Context: an optimization exercise on an open-source flow, tuned for small area and a short achievable clock period. The choices shown serve that exercise and are no tape-out recipe. Where RTL was checked, it was by simulation tests only, not by an equivalence proof against the original. No activity file was given, so power comes from the tool's default toggle rates.

==> run E <==
==> flow/design.v (excerpt) <==
module fp16_fma_top (
    input  logic        clk,
    input  logic        rst_n,
    input  logic        in_valid,
    input  logic [15:0] a,
    input  logic [15:0] b,
    input  logic [15:0] c,
    output logic [15:0] result,
    output logic        out_valid
);
clock: 8.0 ns
lec_check: 0
cap_margin: 20
core_margin: 2
core_utilization: 65
place_density: 0.75
setup_slack_margin: 4.8
slew_margin: 20
run.sh (not shown) runs the stock make flow with config.mk's settings and CLKGATE_MAP_FILE= SYNTH_SCRIPT=/design/flow/synth_recipe.tcl, a recipe that flattens the netlist after the stock synthesis.
==> run X: changes against run E <==
--- a/flow/design.v
+++ b/flow/design.v
@@ -309,109 +309,104 @@
         s3_sp  <= s2_sp;
         s3_sc  <= s2_sc;
         s3_nan <= s2_nan;
         s3_inf <= s2_inf;
         s3_pc  <= s2_pc;
     end
-    logic [21:0]       prod;
-    logic signed [7:0] sd;
-    logic [7:0]        ad;
-    logic [4:0]        shc, sidx;
-    logic [6:0]        lp, lc;
+    logic [21:0] prod;
     always_comb begin
         prod = s3_r0 + s3_r1;
-        sd   = signed'(s3_d);
-        ad   = (sd >= 1) ? 8'(sd + 8'sd1) : 8'(8'sd1 - sd);
-        shc  = (ad > 8'd25) ? 5'd25 : ad[4:0];
-        sidx = (ad > 8'd25) ? 5'd22 : 5'(ad[4:0] - 5'd3);
-        lc   = 7'd24 - 7'(signed'(s3_xc));
-        lp   = lc - 7'(s3_d);
     end
     logic [21:0] s4_prod;
     logic [9:0]  s4_fc;
-    logic [4:0]  s4_shc, s4_sidx;
-    logic [6:0]  s4_lp, s4_lc;
-    logic        s4_dgt1, s4_deq1, s4_deq0, s4_st_en0, s4_st_en1;
+    logic [7:0]  s4_d;
+    logic [5:0]  s4_xc;
     logic        s4_cz, s4_sp, s4_sc, s4_nan, s4_inf, s4_pc;
     always_ff @(posedge clk) begin
-        s4_prod   <= prod;
-        s4_fc     <= s3_fc;
-        s4_shc    <= shc;
-        s4_sidx   <= sidx;
-        s4_lp     <= lp;
-        s4_lc     <= lc;
-        s4_dgt1   <= sd > 8'sd1;
-        s4_deq1   <= sd == 8'sd1;
-        s4_deq0   <= sd == 8'sd0;
-        s4_st_en0 <= ((sd >= 8'sd2) & (sd <= 8'sd47)) | ((sd <= -8'sd2) & (sd >= -8'sd45));
-        s4_st_en1 <= ((sd >= 8'sd2) & (sd <= 8'sd46)) | ((sd <= -8'sd2) & (sd >= -8'sd46));
-        s4_cz     <= s3_cz;
-        s4_sp     <= s3_sp;
-        s4_sc     <= s3_sc;
-        s4_nan    <= s3_nan;
-        s4_inf    <= s3_inf;
-        s4_pc     <= s3_pc;
+        s4_prod <= prod;
+        s4_fc   <= s3_fc;
+        s4_d    <= s3_d;
+        s4_xc   <= s3_xc;
+        s4_cz   <= s3_cz;
+        s4_sp   <= s3_sp;
+        s4_sc   <= s3_sc;
+        s4_nan  <= s3_nan;
+        s4_inf  <= s3_inf;
+        s4_pc   <= s3_pc;
     end
-    logic        p21, mant_ge, pb, st_en;
-    logic [9:0]  pm;
-    logic [21:0] c_frame, big;
-    logic [22:0] sml;
-    logic [4:0]  shamt;
+    logic signed [7:0] sd;
+    logic [7:0]        ad;
+    logic [4:0]        shc, sidx, shamt;
+    logic [6:0]        lp, lc;
+    logic              p21, mant_ge, pb, st_en;
+    logic [9:0]        pm;
     always_comb begin
+        sd      = signed'(s4_d);
         p21     = s4_prod[21];
         pm      = p21 ? s4_prod[20:11] : s4_prod[19:10];
         mant_ge = pm >= s4_fc;
-        pb      = ~s4_pc & (s4_cz | s4_dgt1 | (s4_deq1 & (p21 | mant_ge)) |
-                            (s4_deq0 & p21 & mant_ge));
-        st_en   = p21 ? s4_st_en1 : s4_st_en0;
-        c_frame = s4_cz ? 22'b0 : {1'b1, s4_fc, 11'b0};
-        big     = pb ? s4_prod : c_frame;
-        if (s4_pc) begin
-            sml = '0;
-        end else if (pb) begin
-            sml = {c_frame, 1'b0};
-        end else begin
-            sml = {s4_prod, 1'b0};
-        end
-        shamt   = s4_deq1 ? {2'b0, pb, 1'b0} : s4_shc;
+        pb      = ~s4_pc & (s4_cz | (sd > 8'sd1) | ((sd == 8'sd1) & (p21 | mant_ge)) |
+                            ((sd == 8'sd0) & p21 & mant_ge));
+        ad      = (sd >= 1) ? 8'(sd + 8'sd1) : 8'(8'sd1 - sd);
+        shc     = (ad > 8'd25) ? 5'd25 : ad[4:0];
+        sidx    = (ad > 8'd25) ? 5'd22 : 5'(ad[4:0] - 5'd3);
+        shamt   = (sd == 8'sd1) ? {2'b0, pb, 1'b0} : shc;
+        st_en   = p21 ? (((sd >= 8'sd2) & (sd <= 8'sd46)) | ((sd <= -8'sd2) & (sd >= -8'sd46)))
+                      : (((sd >= 8'sd2) & (sd <= 8'sd47)) | ((sd <= -8'sd2) & (sd >= -8'sd45)));
+        lc      = 7'd24 - 7'(signed'(s4_xc));
+        lp      = lc - 7'(s4_d);
     end
-    logic [21:0] s5_big;
-    logic [22:0] s5_sml;
+    logic [21:0] s5_prod;
+    logic [9:0]  s5_fc;
     logic [4:0]  s5_shamt, s5_sidx;
-    logic        s5_st_en;
+    logic        s5_pb, s5_st_en, s5_cz, s5_pc;
     logic [6:0]  s5_e;
     logic        s5_sign, s5_sub, s5_nan, s5_inf;
     always_ff @(posedge clk) begin
-        s5_big   <= big;
-        s5_sml   <= sml;
+        s5_prod  <= s4_prod;
+        s5_fc    <= s4_fc;
         s5_shamt <= shamt;
-        s5_sidx  <= s4_sidx;
+        s5_sidx  <= sidx;
+        s5_pb    <= pb;
         s5_st_en <= st_en;
-        s5_e     <= pb ? s4_lp : s4_lc;
+        s5_cz    <= s4_cz;
+        s5_pc    <= s4_pc;
+        s5_e     <= pb ? lp : lc;
         s5_sign  <= (s4_inf | pb) ? s4_sp : s4_sc;
         s5_sub   <= ~s4_pc & (s4_sp ^ s4_sc);
         s5_nan   <= s4_nan;
         s5_inf   <= s4_inf;
     end
+    logic [21:0] c_frame, big;
+    logic [22:0] sml;
     logic [22:0] po;
     logic [24:0] s_win;
     logic        sticky;
     always_comb begin
-        s_win  = {s5_sml, 2'b0} >> s5_shamt;
-        po[0]  = s5_sml[0];
+        c_frame = s5_cz ? 22'b0 : {1'b1, s5_fc, 11'b0};
+        big     = s5_pb ? s5_prod : c_frame;
+        if (s5_pc) begin
+            sml = '0;
+        end else if (s5_pb) begin
+            sml = {c_frame, 1'b0};
+        end else begin
+            sml = {s5_prod, 1'b0};
+        end
+        s_win  = {sml, 2'b0} >> s5_shamt;
+        po[0]  = sml[0];
         for (int k = 1; k < 23; k++) begin
-            po[k] = po[k-1] | s5_sml[k];
+            po[k] = po[k-1] | sml[k];
         end
         sticky = s5_st_en & po[s5_sidx];
     end
     logic [21:0] s6_big;
     logic [25:0] s6_small;
     logic [6:0]  s6_e;
     logic        s6_sign, s6_sub, s6_nan, s6_inf;
     always_ff @(posedge clk) begin
-        s6_big   <= s5_big;
+        s6_big   <= big;
         s6_small <= {s_win, sticky} ^ {26{s5_sub}};
         s6_e     <= s5_e;
         s6_sign  <= s5_sign;
         s6_sub   <= s5_sub;
         s6_nan   <= s5_nan;
         s6_inf   <= s5_inf;
Settings changed: CORE_UTILIZATION 65 to 40, CTS_BUF_LIST set to sky130_fd_sc_hd__clkbuf_4 sky130_fd_sc_hd__clkbuf_8, PLACE_DENSITY 0.75 to not set.
==> run A: changes against run E <==
--- a/flow/design.v
+++ b/flow/design.v
@@ -309,109 +309,104 @@
         s3_sp  <= s2_sp;
         s3_sc  <= s2_sc;
         s3_nan <= s2_nan;
         s3_inf <= s2_inf;
         s3_pc  <= s2_pc;
     end
-    logic [21:0]       prod;
-    logic signed [7:0] sd;
-    logic [7:0]        ad;
-    logic [4:0]        shc, sidx;
-    logic [6:0]        lp, lc;
+    logic [21:0] prod;
     always_comb begin
         prod = s3_r0 + s3_r1;
-        sd   = signed'(s3_d);
-        ad   = (sd >= 1) ? 8'(sd + 8'sd1) : 8'(8'sd1 - sd);
-        shc  = (ad > 8'd25) ? 5'd25 : ad[4:0];
-        sidx = (ad > 8'd25) ? 5'd22 : 5'(ad[4:0] - 5'd3);
-        lc   = 7'd24 - 7'(signed'(s3_xc));
-        lp   = lc - 7'(s3_d);
     end
     logic [21:0] s4_prod;
     logic [9:0]  s4_fc;
-    logic [4:0]  s4_shc, s4_sidx;
-    logic [6:0]  s4_lp, s4_lc;
-    logic        s4_dgt1, s4_deq1, s4_deq0, s4_st_en0, s4_st_en1;
+    logic [7:0]  s4_d;
+    logic [5:0]  s4_xc;
     logic        s4_cz, s4_sp, s4_sc, s4_nan, s4_inf, s4_pc;
     always_ff @(posedge clk) begin
-        s4_prod   <= prod;
-        s4_fc     <= s3_fc;
-        s4_shc    <= shc;
-        s4_sidx   <= sidx;
-        s4_lp     <= lp;
-        s4_lc     <= lc;
-        s4_dgt1   <= sd > 8'sd1;
-        s4_deq1   <= sd == 8'sd1;
-        s4_deq0   <= sd == 8'sd0;
-        s4_st_en0 <= ((sd >= 8'sd2) & (sd <= 8'sd47)) | ((sd <= -8'sd2) & (sd >= -8'sd45));
-        s4_st_en1 <= ((sd >= 8'sd2) & (sd <= 8'sd46)) | ((sd <= -8'sd2) & (sd >= -8'sd46));
-        s4_cz     <= s3_cz;
-        s4_sp     <= s3_sp;
-        s4_sc     <= s3_sc;
-        s4_nan    <= s3_nan;
-        s4_inf    <= s3_inf;
-        s4_pc     <= s3_pc;
+        s4_prod <= prod;
+        s4_fc   <= s3_fc;
+        s4_d    <= s3_d;
+        s4_xc   <= s3_xc;
+        s4_cz   <= s3_cz;
+        s4_sp   <= s3_sp;
+        s4_sc   <= s3_sc;
+        s4_nan  <= s3_nan;
+        s4_inf  <= s3_inf;
+        s4_pc   <= s3_pc;
     end
-    logic        p21, mant_ge, pb, st_en;
-    logic [9:0]  pm;
-    logic [21:0] c_frame, big;
-    logic [22:0] sml;
-    logic [4:0]  shamt;
+    logic signed [7:0] sd;
+    logic [7:0]        ad;
+    logic [4:0]        shc, sidx, shamt;
+    logic [6:0]        lp, lc;
+    logic              p21, mant_ge, pb, st_en;
+    logic [9:0]        pm;
     always_comb begin
+        sd      = signed'(s4_d);
         p21     = s4_prod[21];
         pm      = p21 ? s4_prod[20:11] : s4_prod[19:10];
         mant_ge = pm >= s4_fc;
-        pb      = ~s4_pc & (s4_cz | s4_dgt1 | (s4_deq1 & (p21 | mant_ge)) |
-                            (s4_deq0 & p21 & mant_ge));
-        st_en   = p21 ? s4_st_en1 : s4_st_en0;
-        c_frame = s4_cz ? 22'b0 : {1'b1, s4_fc, 11'b0};
-        big     = pb ? s4_prod : c_frame;
-        if (s4_pc) begin
-            sml = '0;
-        end else if (pb) begin
-            sml = {c_frame, 1'b0};
-        end else begin
-            sml = {s4_prod, 1'b0};
-        end
-        shamt   = s4_deq1 ? {2'b0, pb, 1'b0} : s4_shc;
+        pb      = ~s4_pc & (s4_cz | (sd > 8'sd1) | ((sd == 8'sd1) & (p21 | mant_ge)) |
+                            ((sd == 8'sd0) & p21 & mant_ge));
+        ad      = (sd >= 1) ? 8'(sd + 8'sd1) : 8'(8'sd1 - sd);
+        shc     = (ad > 8'd25) ? 5'd25 : ad[4:0];
+        sidx    = (ad > 8'd25) ? 5'd22 : 5'(ad[4:0] - 5'd3);
+        shamt   = (sd == 8'sd1) ? {2'b0, pb, 1'b0} : shc;
+        st_en   = p21 ? (((sd >= 8'sd2) & (sd <= 8'sd46)) | ((sd <= -8'sd2) & (sd >= -8'sd46)))
+                      : (((sd >= 8'sd2) & (sd <= 8'sd47)) | ((sd <= -8'sd2) & (sd >= -8'sd45)));
+        lc      = 7'd24 - 7'(signed'(s4_xc));
+        lp      = lc - 7'(s4_d);
     end
-    logic [21:0] s5_big;
-    logic [22:0] s5_sml;
+    logic [21:0] s5_prod;
+    logic [9:0]  s5_fc;
     logic [4:0]  s5_shamt, s5_sidx;
-    logic        s5_st_en;
+    logic        s5_pb, s5_st_en, s5_cz, s5_pc;
     logic [6:0]  s5_e;
     logic        s5_sign, s5_sub, s5_nan, s5_inf;
     always_ff @(posedge clk) begin
-        s5_big   <= big;
-        s5_sml   <= sml;
+        s5_prod  <= s4_prod;
+        s5_fc    <= s4_fc;
         s5_shamt <= shamt;
-        s5_sidx  <= s4_sidx;
+        s5_sidx  <= sidx;
+        s5_pb    <= pb;
         s5_st_en <= st_en;
-        s5_e     <= pb ? s4_lp : s4_lc;
+        s5_cz    <= s4_cz;
+        s5_pc    <= s4_pc;
+        s5_e     <= pb ? lp : lc;
         s5_sign  <= (s4_inf | pb) ? s4_sp : s4_sc;
         s5_sub   <= ~s4_pc & (s4_sp ^ s4_sc);
         s5_nan   <= s4_nan;
         s5_inf   <= s4_inf;
     end
+    logic [21:0] c_frame, big;
+    logic [22:0] sml;
     logic [22:0] po;
     logic [24:0] s_win;
     logic        sticky;
     always_comb begin
-        s_win  = {s5_sml, 2'b0} >> s5_shamt;
-        po[0]  = s5_sml[0];
+        c_frame = s5_cz ? 22'b0 : {1'b1, s5_fc, 11'b0};
+        big     = s5_pb ? s5_prod : c_frame;
+        if (s5_pc) begin
+            sml = '0;
+        end else if (s5_pb) begin
+            sml = {c_frame, 1'b0};
+        end else begin
+            sml = {s5_prod, 1'b0};
+        end
+        s_win  = {sml, 2'b0} >> s5_shamt;
+        po[0]  = sml[0];
         for (int k = 1; k < 23; k++) begin
-            po[k] = po[k-1] | s5_sml[k];
+            po[k] = po[k-1] | sml[k];
         end
         sticky = s5_st_en & po[s5_sidx];
     end
     logic [21:0] s6_big;
     logic [25:0] s6_small;
     logic [6:0]  s6_e;
     logic        s6_sign, s6_sub, s6_nan, s6_inf;
     always_ff @(posedge clk) begin
-        s6_big   <= s5_big;
+        s6_big   <= big;
         s6_small <= {s_win, sticky} ^ {26{s5_sub}};
         s6_e     <= s5_e;
         s6_sign  <= s5_sign;
         s6_sub   <= s5_sub;
         s6_nan   <= s5_nan;
         s6_inf   <= s5_inf;
Settings changed: ABC_AREA set to 1, CORE_UTILIZATION 65 to 40, CTS_CLUSTER_DIAMETER set to 100, CTS_CLUSTER_SIZE set to 28, PLACE_DENSITY 0.75 to not set, SETUP_SLACK_MARGIN 4.8 to 4.6.
==> summary of the runs <==
Run E finished clean. Run A completed with no timing, DRC or antenna violations. Run X completed without violations. Die area: run E < run A < run X. Between run E and run A, the lower worst hold slack is in run E (gap 0.013 ns). Via count: run A > run E > run X. Of run E and run X, run E has the higher core utilization (gap 29 points). In run E the combinational power is higher than in run X, by 8.8%. Global-route usage: run X < run A < run E. In register-to-register slack, run X and run A hardly differ.
Function not checked in run E: the RTL went through the layout flow alone.

---

==> job 412 <==
fp16_fma_top, a different RTL version from the one above (not shown whole).
make LEC_CHECK=0 CAP_MARGIN=20 CORE_MARGIN=2 CORE_UTILIZATION=40 SETUP_SLACK_MARGIN=4.8 SLEW_MARGIN=20 finish   # period 8.0 ns
==> job 4112: changes against job 412 <==
--- a/flow/design.v
+++ b/flow/design.v
@@ -47,30 +47,28 @@
         logic [4:0]    exp;                  
         logic [9:0]    frac;
     } special_payload_t;
 endpackage
 `default_nettype wire
 `default_nettype none
 module fp16_unpack (
-    input  logic [9:0]  f,
+    input  logic [10:0] sig,
     output logic [3:0]  lz,
     output logic [9:0]  frac
 );
-    logic [10:0] sig, s8, s4, s2, s1;
+    logic [10:0] norm;
     always_comb begin
-        sig   = {1'b0, f};
-        lz[3] = ~|sig[10:3];
-        s8    = lz[3] ? {sig[2:0], 8'b0} : sig;
-        lz[2] = ~|s8[10:7];
-        s4    = lz[2] ? {s8[6:0], 4'b0} : s8;
-        lz[1] = ~|s4[10:9];
-        s2    = lz[1] ? {s4[8:0], 2'b0} : s4;
-        lz[0] = ~s2[10];
-        s1    = lz[0] ? {s2[9:0], 1'b0} : s2;
-        frac  = s1[9:0];
+        lz = '0;
+        for (int i = 0; i < 11; i++) begin
+            if (sig[i]) begin
+                lz = 4'(10 - i);
+            end
+        end
+        norm = sig << lz;
+        frac = norm[9:0];
     end
 endmodule
 `default_nettype wire
 module fma_mul_tree (
     input  logic [9:0]  fa,
     input  logic [9:0]  fb,
     output logic [21:0] r0,
@@ -317,19 +315,19 @@
     output logic [15:0] result,
     output logic        out_valid
 );
     logic        a_sub, b_sub, c_sub;
     logic        a_nan, a_inf, a_zero, b_nan, b_inf, b_zero, c_nan, c_inf, c_zero;
     logic        prod_nan, prod_inf, prod_zero;
     logic [3:0]  lz_a, lz_b, lz_c;
-    logic [9:0]  fa_s, fb_s, fc_s, fa_n, fb_n, fc_n;
+    logic [9:0]  fa_n, fb_n, fc_n;
     logic [5:0]  xa, xb, xc;
-    fp16_unpack u_na (.f(a[9:0]), .lz(lz_a), .frac(fa_s));
-    fp16_unpack u_nb (.f(b[9:0]), .lz(lz_b), .frac(fb_s));
-    fp16_unpack u_nc (.f(c[9:0]), .lz(lz_c), .frac(fc_s));
+    fp16_unpack u_na (.sig({~a_sub, a[9:0]}), .lz(lz_a), .frac(fa_n));
+    fp16_unpack u_nb (.sig({~b_sub, b[9:0]}), .lz(lz_b), .frac(fb_n));
+    fp16_unpack u_nc (.sig({~c_sub, c[9:0]}), .lz(lz_c), .frac(fc_n));
     always_comb begin
         a_sub  = a[14:10] == '0;
         b_sub  = b[14:10] == '0;
         c_sub  = c[14:10] == '0;
         a_nan  = (&a[14:10]) & (|a[9:0]);
         a_inf  = (&a[14:10]) & ~(|a[9:0]);
         a_zero = a_sub & ~(|a[9:0]);
@@ -338,17 +336,14 @@
         b_zero = b_sub & ~(|b[9:0]);
         c_nan  = (&c[14:10]) & (|c[9:0]);
         c_inf  = (&c[14:10]) & ~(|c[9:0]);
         c_zero = c_sub & ~(|c[9:0]);
         prod_nan  = a_nan | b_nan | (a_inf & b_zero) | (a_zero & b_inf);
         prod_inf  = ~prod_nan & (a_inf | b_inf);
         prod_zero = a_zero | b_zero;
-        fa_n = a_sub ? fa_s : a[9:0];
-        fb_n = b_sub ? fb_s : b[9:0];
-        fc_n = c_sub ? fc_s : c[9:0];
         xa = a_sub ? 6'(6'd1 - 6'(lz_a)) : {1'b0, a[14:10]};
         xb = b_sub ? 6'(6'd1 - 6'(lz_b)) : {1'b0, b[14:10]};
         xc = c_sub ? 6'(6'd1 - 6'(lz_c)) : {1'b0, c[14:10]};
     end
     logic [9:0]  s2_fa, s2_fb, s2_fc;
     logic [5:0]  s2_xa, s2_xb, s2_xc;
     logic        s2_cz, s2_sp, s2_sc, s2_nan, s2_inf, s2_pc;
@@ -386,106 +381,111 @@
         s3_cz  <= s2_cz;
         s3_sp  <= s2_sp;
         s3_sc  <= s2_sc;
         s3_nan <= s2_nan;
         s3_inf <= s2_inf;
         s3_pc  <= s2_pc;
     end
-    logic [21:0] prod;
+    logic [21:0]       prod;
+    logic signed [7:0] sd;
+    logic [7:0]        ad;
+    logic [4:0]        shc, sidx;
+    logic [6:0]        ep;
     always_comb begin
         prod = s3_r0 + s3_r1;
+        sd   = signed'(s3_d);
+        ad   = (sd >= 1) ? 8'(sd + 8'sd1) : 8'(8'sd1 - sd);
+        shc  = (ad > 8'd25) ? 5'd25 : ad[4:0];
+        sidx = (ad > 8'd25) ? 5'd22 : 5'(ad[4:0] - 5'd3);
+        ep   = 7'(signed'(s3_xc)) + 7'(s3_d);
     end
     logic [21:0] s4_prod;
     logic [9:0]  s4_fc;
-    logic [7:0]  s4_d;
+    logic [4:0]  s4_shc, s4_sidx;
+    logic [6:0]  s4_ep;
     logic [5:0]  s4_xc;
+    logic        s4_dgt1, s4_deq1, s4_deq0, s4_st_en0, s4_st_en1;
     logic        s4_cz, s4_sp, s4_sc, s4_nan, s4_inf, s4_pc;
     always_ff @(posedge clk) begin
-        s4_prod <= prod;
-        s4_fc   <= s3_fc;
-        s4_d    <= s3_d;
-        s4_xc   <= s3_xc;
-        s4_cz   <= s3_cz;
-        s4_sp   <= s3_sp;
-        s4_sc   <= s3_sc;
-        s4_nan  <= s3_nan;
-        s4_inf  <= s3_inf;
-        s4_pc   <= s3_pc;
+        s4_prod   <= prod;
+        s4_fc     <= s3_fc;
+        s4_shc    <= shc;
+        s4_sidx   <= sidx;
+        s4_ep     <= ep;
+        s4_xc     <= s3_xc;
+        s4_dgt1   <= sd > 8'sd1;
+        s4_deq1   <= sd == 8'sd1;
+        s4_deq0   <= sd == 8'sd0;
+        s4_st_en0 <= ((sd >= 8'sd2) & (sd <= 8'sd47)) | ((sd <= -8'sd2) & (sd >= -8'sd45));
+        s4_st_en1 <= ((sd >= 8'sd2) & (sd <= 8'sd46)) | ((sd <= -8'sd2) & (sd >= -8'sd46));
+        s4_cz     <= s3_cz;
+        s4_sp     <= s3_sp;
+        s4_sc     <= s3_sc;
+        s4_nan    <= s3_nan;
+        s4_inf    <= s3_inf;
+        s4_pc     <= s3_pc;
     end
-    logic signed [7:0] sd;
-    logic [7:0]        ad;
-    logic [4:0]        shc, sidx, shamt;
-    logic [6:0]        lp, lc;
-    logic              p21, mant_ge, pb, st_en;
-    logic [9:0]        pm;
+    logic        p21, mant_ge, pb, st_en;
+    logic [9:0]  pm;
+    logic [21:0] c_frame, big;
+    logic [22:0] sml;
+    logic [4:0]  shamt;
     always_comb begin
-        sd      = signed'(s4_d);
         p21     = s4_prod[21];
         pm      = p21 ? s4_prod[20:11] : s4_prod[19:10];
         mant_ge = pm >= s4_fc;
-        pb      = ~s4_pc & (s4_cz | (sd > 8'sd1) | ((sd == 8'sd1) & (p21 | mant_ge)) |
-                            ((sd == 8'sd0) & p21 & mant_ge));
-        ad      = (sd >= 1) ? 8'(sd + 8'sd1) : 8'(8'sd1 - sd);
-        shc     = (ad > 8'd25) ? 5'd25 : ad[4:0];
-        sidx    = (ad > 8'd25) ? 5'd22 : 5'(ad[4:0] - 5'd3);
-        shamt   = (sd == 8'sd1) ? {2'b0, pb, 1'b0} : shc;
-        st_en   = p21 ? (((sd >= 8'sd2) & (sd <= 8'sd46)) | ((sd <= -8'sd2) & (sd >= -8'sd46)))
-                      : (((sd >= 8'sd2) & (sd <= 8'sd47)) | ((sd <= -8'sd2) & (sd >= -8'sd45)));
-        lc      = 7'd24 - 7'(signed'(s4_xc));
-        lp      = lc - 7'(s4_d);
+        pb      = ~s4_pc & (s4_cz | s4_dgt1 | (s4_deq1 & (p21 | mant_ge)) |
+                            (s4_deq0 & p21 & mant_ge));
+        st_en   = p21 ? s4_st_en1 : s4_st_en0;
+        c_frame = s4_cz ? 22'b0 : {1'b1, s4_fc, 11'b0};
+        big     = pb ? s4_prod : c_frame;
+        if (s4_pc) begin
+            sml = '0;
+        end else if (pb) begin
+            sml = {c_frame, 1'b0};
+        end else begin
+            sml = {s4_prod, 1'b0};
+        end
+        shamt   = s4_deq1 ? {2'b0, pb, 1'b0} : s4_shc;
     end
-    logic [21:0] s5_prod;
-    logic [9:0]  s5_fc;
+    logic [21:0] s5_big;
+    logic [22:0] s5_sml;
     logic [4:0]  s5_shamt, s5_sidx;
-    logic        s5_pb, s5_st_en, s5_cz, s5_pc;
+    logic        s5_st_en;
     logic [6:0]  s5_e;
     logic        s5_sign, s5_sub, s5_nan, s5_inf;
     always_ff @(posedge clk) begin
-        s5_prod  <= s4_prod;
-        s5_fc    <= s4_fc;
+        s5_big   <= big;
+        s5_sml   <= sml;
         s5_shamt <= shamt;
-        s5_sidx  <= sidx;
-        s5_pb    <= pb;
+        s5_sidx  <= s4_sidx;
         s5_st_en <= st_en;
-        s5_cz    <= s4_cz;
-        s5_pc    <= s4_pc;
-        s5_e     <= pb ? lp : lc;
+        s5_e     <= pb ? s4_ep : 7'(signed'(s4_xc));
         s5_sign  <= (s4_inf | pb) ? s4_sp : s4_sc;
         s5_sub   <= ~s4_pc & (s4_sp ^ s4_sc);
         s5_nan   <= s4_nan;
         s5_inf   <= s4_inf;
     end
-    logic [21:0] c_frame, big;
-    logic [22:0] sml;
     logic [22:0] po;
     logic [24:0] s_win;
     logic        sticky;
     always_comb begin
-        c_frame = s5_cz ? 22'b0 : {1'b1, s5_fc, 11'b0};
-        big     = s5_pb ? s5_prod : c_frame;
-        if (s5_pc) begin
-            sml = '0;
-        end else if (s5_pb) begin
-            sml = {c_frame, 1'b0};
-        end else begin
-            sml = {s5_prod, 1'b0};
-        end
-        s_win  = {sml, 2'b0} >> s5_shamt;
-        po[0]  = sml[0];
+        s_win  = {s5_sml, 2'b0} >> s5_shamt;
+        po[0]  = s5_sml[0];
         for (int k = 1; k < 23; k++) begin
-            po[k] = po[k-1] | sml[k];
+            po[k] = po[k-1] | s5_sml[k];
         end
         sticky = s5_st_en & po[s5_sidx];
     end
     logic [21:0] s6_big;
     logic [25:0] s6_small;
     logic [6:0]  s6_e;
     logic        s6_sign, s6_sub, s6_nan, s6_inf;
     always_ff @(posedge clk) begin
-        s6_big   <= big;
+        s6_big   <= s5_big;
         s6_small <= {s_win, sticky} ^ {26{s5_sub}};
         s6_e     <= s5_e;
         s6_sign  <= s5_sign;
         s6_sub   <= s5_sub;
         s6_nan   <= s5_nan;
         s6_inf   <= s5_inf;
     end
@@ -502,31 +502,32 @@
         s7_sign <= s6_sign;
         s7_sub  <= s6_sub;
         s7_nan  <= s6_nan;
         s7_inf  <= s6_inf;
     end
     logic [4:0]        lead;
     logic signed [7:0] en;
-    logic signed [7:0] sube, lim_sub;
+    logic signed [7:0] sube, lim_sub, lim_ovf;
     logic [25:0]       above_sub, from_ovf;
     logic              ovf, subn, fzero;
     logic [5:0]        nsh;
     logic [4:0]        exp_r;
     fma_normalize_pack u_lead (.x(s7_f), .lead(lead));
     always_comb begin
-        lim_sub = signed'(s7_e) + 8'sd0;
+        lim_sub = signed'(8'd24 - 8'(signed'(s7_e)));
+        lim_ovf = signed'(8'd55 - 8'(signed'(s7_e)));
         for (int i = 0; i < 26; i++) begin
             above_sub[i] = signed'(8'(i)) > lim_sub;
-            from_ovf[i]  = signed'(8'(i - 31)) >= lim_sub;
+            from_ovf[i]  = signed'(8'(i)) >= lim_ovf;
         end
         subn  = ~|(s7_f & above_sub);
         ovf   = |(s7_f & from_ovf);
-        en    = signed'(8'(lead) - 8'(signed'(s7_e)));
+        en    = signed'(8'(signed'(s7_e)) + 8'(lead) - 8'd24);
         fzero = s7_f == '0;
-        sube  = lim_sub + 8'sd1;
+        sube  = signed'(8'd25 - 8'(signed'(s7_e)));
         nsh   = subn ? ((sube > 8'sd36) ? 6'd36 : sube[5:0]) : 6'(lead);
         exp_r = (subn | fzero) ? 5'd0 : en[4:0];
     end
     logic [25:0] s8_f;
     logic [5:0]  s8_nsh;
     logic [4:0]  s8_exp;
     logic        s8_sign, s8_ovf, s8_nan;
==> job 1686: changes against job 412 <==
--- a/flow/design.v
+++ b/flow/design.v
@@ -301,14 +301,48 @@
             if (x[i]) begin
                 lead = 5'(i);
             end
         end
     end
 endmodule
 `default_nettype wire
+`default_nettype none
+module fma_add_bk #(
+    parameter int W = 8
+) (
+    input  logic [W-1:0] a,
+    input  logic [W-1:0] b,
+    input  logic         cin,
+    output logic [W-1:0] sum
+);
+    logic [W-1:0] p0, g, p;
+    always_comb begin
+        p0 = a ^ b;
+        g  = a & b;
+        p  = p0;
+        g[0] = g[0] | (p[0] & cin);
+        for (int l = 0; (1 << l) < W; l++) begin
+            for (int i = (2 << l) - 1; i < W; i += (2 << l)) begin
+                g[i] = g[i] | (p[i] & g[i - (1 << l)]);
+                p[i] = p[i] & p[i - (1 << l)];
+            end
+        end
+        for (int l = 4; l >= 0; l--) begin                   
+            for (int i = (3 << l) - 1; i < W; i += (2 << l)) begin
+                g[i] = g[i] | (p[i] & g[i - (1 << l)]);
+                p[i] = p[i] & p[i - (1 << l)];
+            end
+        end
+        sum[0] = p0[0] ^ cin;
+        for (int i = 1; i < W; i++) begin
+            sum[i] = p0[i] ^ g[i-1];
+        end
+    end
+endmodule
+`default_nettype wire
 `timescale 1ns/1ns
 `default_nettype none
 module fp16_fma_top (
     input  logic        clk,
     input  logic        rst_n,
     input  logic        in_valid,
     input  logic [15:0] a,
@@ -387,17 +421,15 @@
         s3_sp  <= s2_sp;
         s3_sc  <= s2_sc;
         s3_nan <= s2_nan;
         s3_inf <= s2_inf;
         s3_pc  <= s2_pc;
     end
     logic [21:0] prod;
-    always_comb begin
-        prod = s3_r0 + s3_r1;
-    end
+    fma_add_bk #(.W(22)) u_cpa (.a(s3_r0), .b(s3_r1), .cin(1'b0), .sum(prod));
     logic [21:0] s4_prod;
     logic [9:0]  s4_fc;
     logic [7:0]  s4_d;
     logic [5:0]  s4_xc;
     logic        s4_cz, s4_sp, s4_sc, s4_nan, s4_inf, s4_pc;
     always_ff @(posedge clk) begin
         s4_prod <= prod;
@@ -486,17 +518,15 @@
         s6_e     <= s5_e;
         s6_sign  <= s5_sign;
         s6_sub   <= s5_sub;
         s6_nan   <= s5_nan;
         s6_inf   <= s5_inf;
     end
     logic [25:0] fsum;
-    always_comb begin
-        fsum = {1'b0, s6_big, 3'b0} + s6_small + 26'(s6_sub);
-    end
+    fma_add_bk #(.W(26)) u_add (.a({1'b0, s6_big, 3'b0}), .b(s6_small), .cin(s6_sub), .sum(fsum));
     logic [25:0] s7_f;
     logic [6:0]  s7_e;
     logic        s7_sign, s7_sub, s7_nan, s7_inf;
     always_ff @(posedge clk) begin
         s7_f    <= fsum;
         s7_e    <= s6_e;
         s7_sign <= s6_sign;
==> flow/config.mk (replaced) <==
export PLATFORM = sky130hd
export DESIGN_NAME = fp16_fma_top
export DESIGN_NICKNAME = fp16_fma_top
export VERILOG_FILES = /design/flow/design.v
export SDC_FILE = /design/flow/constraint.sdc
export NUM_CORES = 4
export LEC_CHECK = 0
export ABC_AREA = 1
export CAP_MARGIN = 20
export CORE_MARGIN = 2
export CORE_UTILIZATION = 40
export CTS_CLUSTER_DIAMETER = 100
export CTS_CLUSTER_SIZE = 28
export SETUP_SLACK_MARGIN = 4.8
export SLEW_MARGIN = 20
==> comparison <==
Job 1686 passed the timing, design-rule and antenna checks. Job 4112 completed without violations. Job 412 completed with no timing, DRC or antenna violations. In job 4112 the via count is lower than in job 412, by about 3.4%. Clock skew, highest first: job 4112, job 412, job 1686. Between job 4112 and job 412, the lower count of clock-buffer cells in the layout is in job 412 (gap 8). Of job 4112 and job 412, job 412 has the higher register-to-register slack (gap 0.17 ns).
No run of this note included a check of the RTL's function; only the layout flow was run.

[re-timing with driven ports]
How much do the figures lean on ideal ports? The routed layouts below were timed once more, with nothing changed but the port constraints. Step 1, drivers: a clkbuf_16 drives clk and a buf_2 each remaining input, both assumed. Step 2 times the ports against the registers' clock, not the clock port: input delays grow and output delays shrink by t, the midpoint of the rising clock arrivals with the driver on. a / b / c = no drivers / after step 1 / after step 2; a / b = the first two.
run | t, ns | setup slack, ns | slew at the worst register clock pin (ns) | cell pins on the clock port's net
run E | 0.598 | 4.748 / 4.748 / 4.232 | 0.07 / 0.07 | 1
run X | 0.671 | 4.700 / 4.700 / 4.189 | 0.07 / 0.07 | 1
run A | 0.603 | 4.682 / 4.689 / 4.085 | 0.11 / 0.11 | 1
job 412 | 0.642 | 4.861 / 4.891 / 4.249 | 0.07 / 0.07 | 1
job 4112 | 0.643 | 4.762 / 4.762 / 4.231 | 0.06 / 0.06 | 1
job 1686 | 0.605 | 4.803 / 4.831 / 4.225 | 0.12 / 0.12 | 1
After both steps setup and hold are still met in every run listed. The setup slack of job 412, which loses most, moves by +0.030 ns with the drivers and by -0.612 ns with both steps.
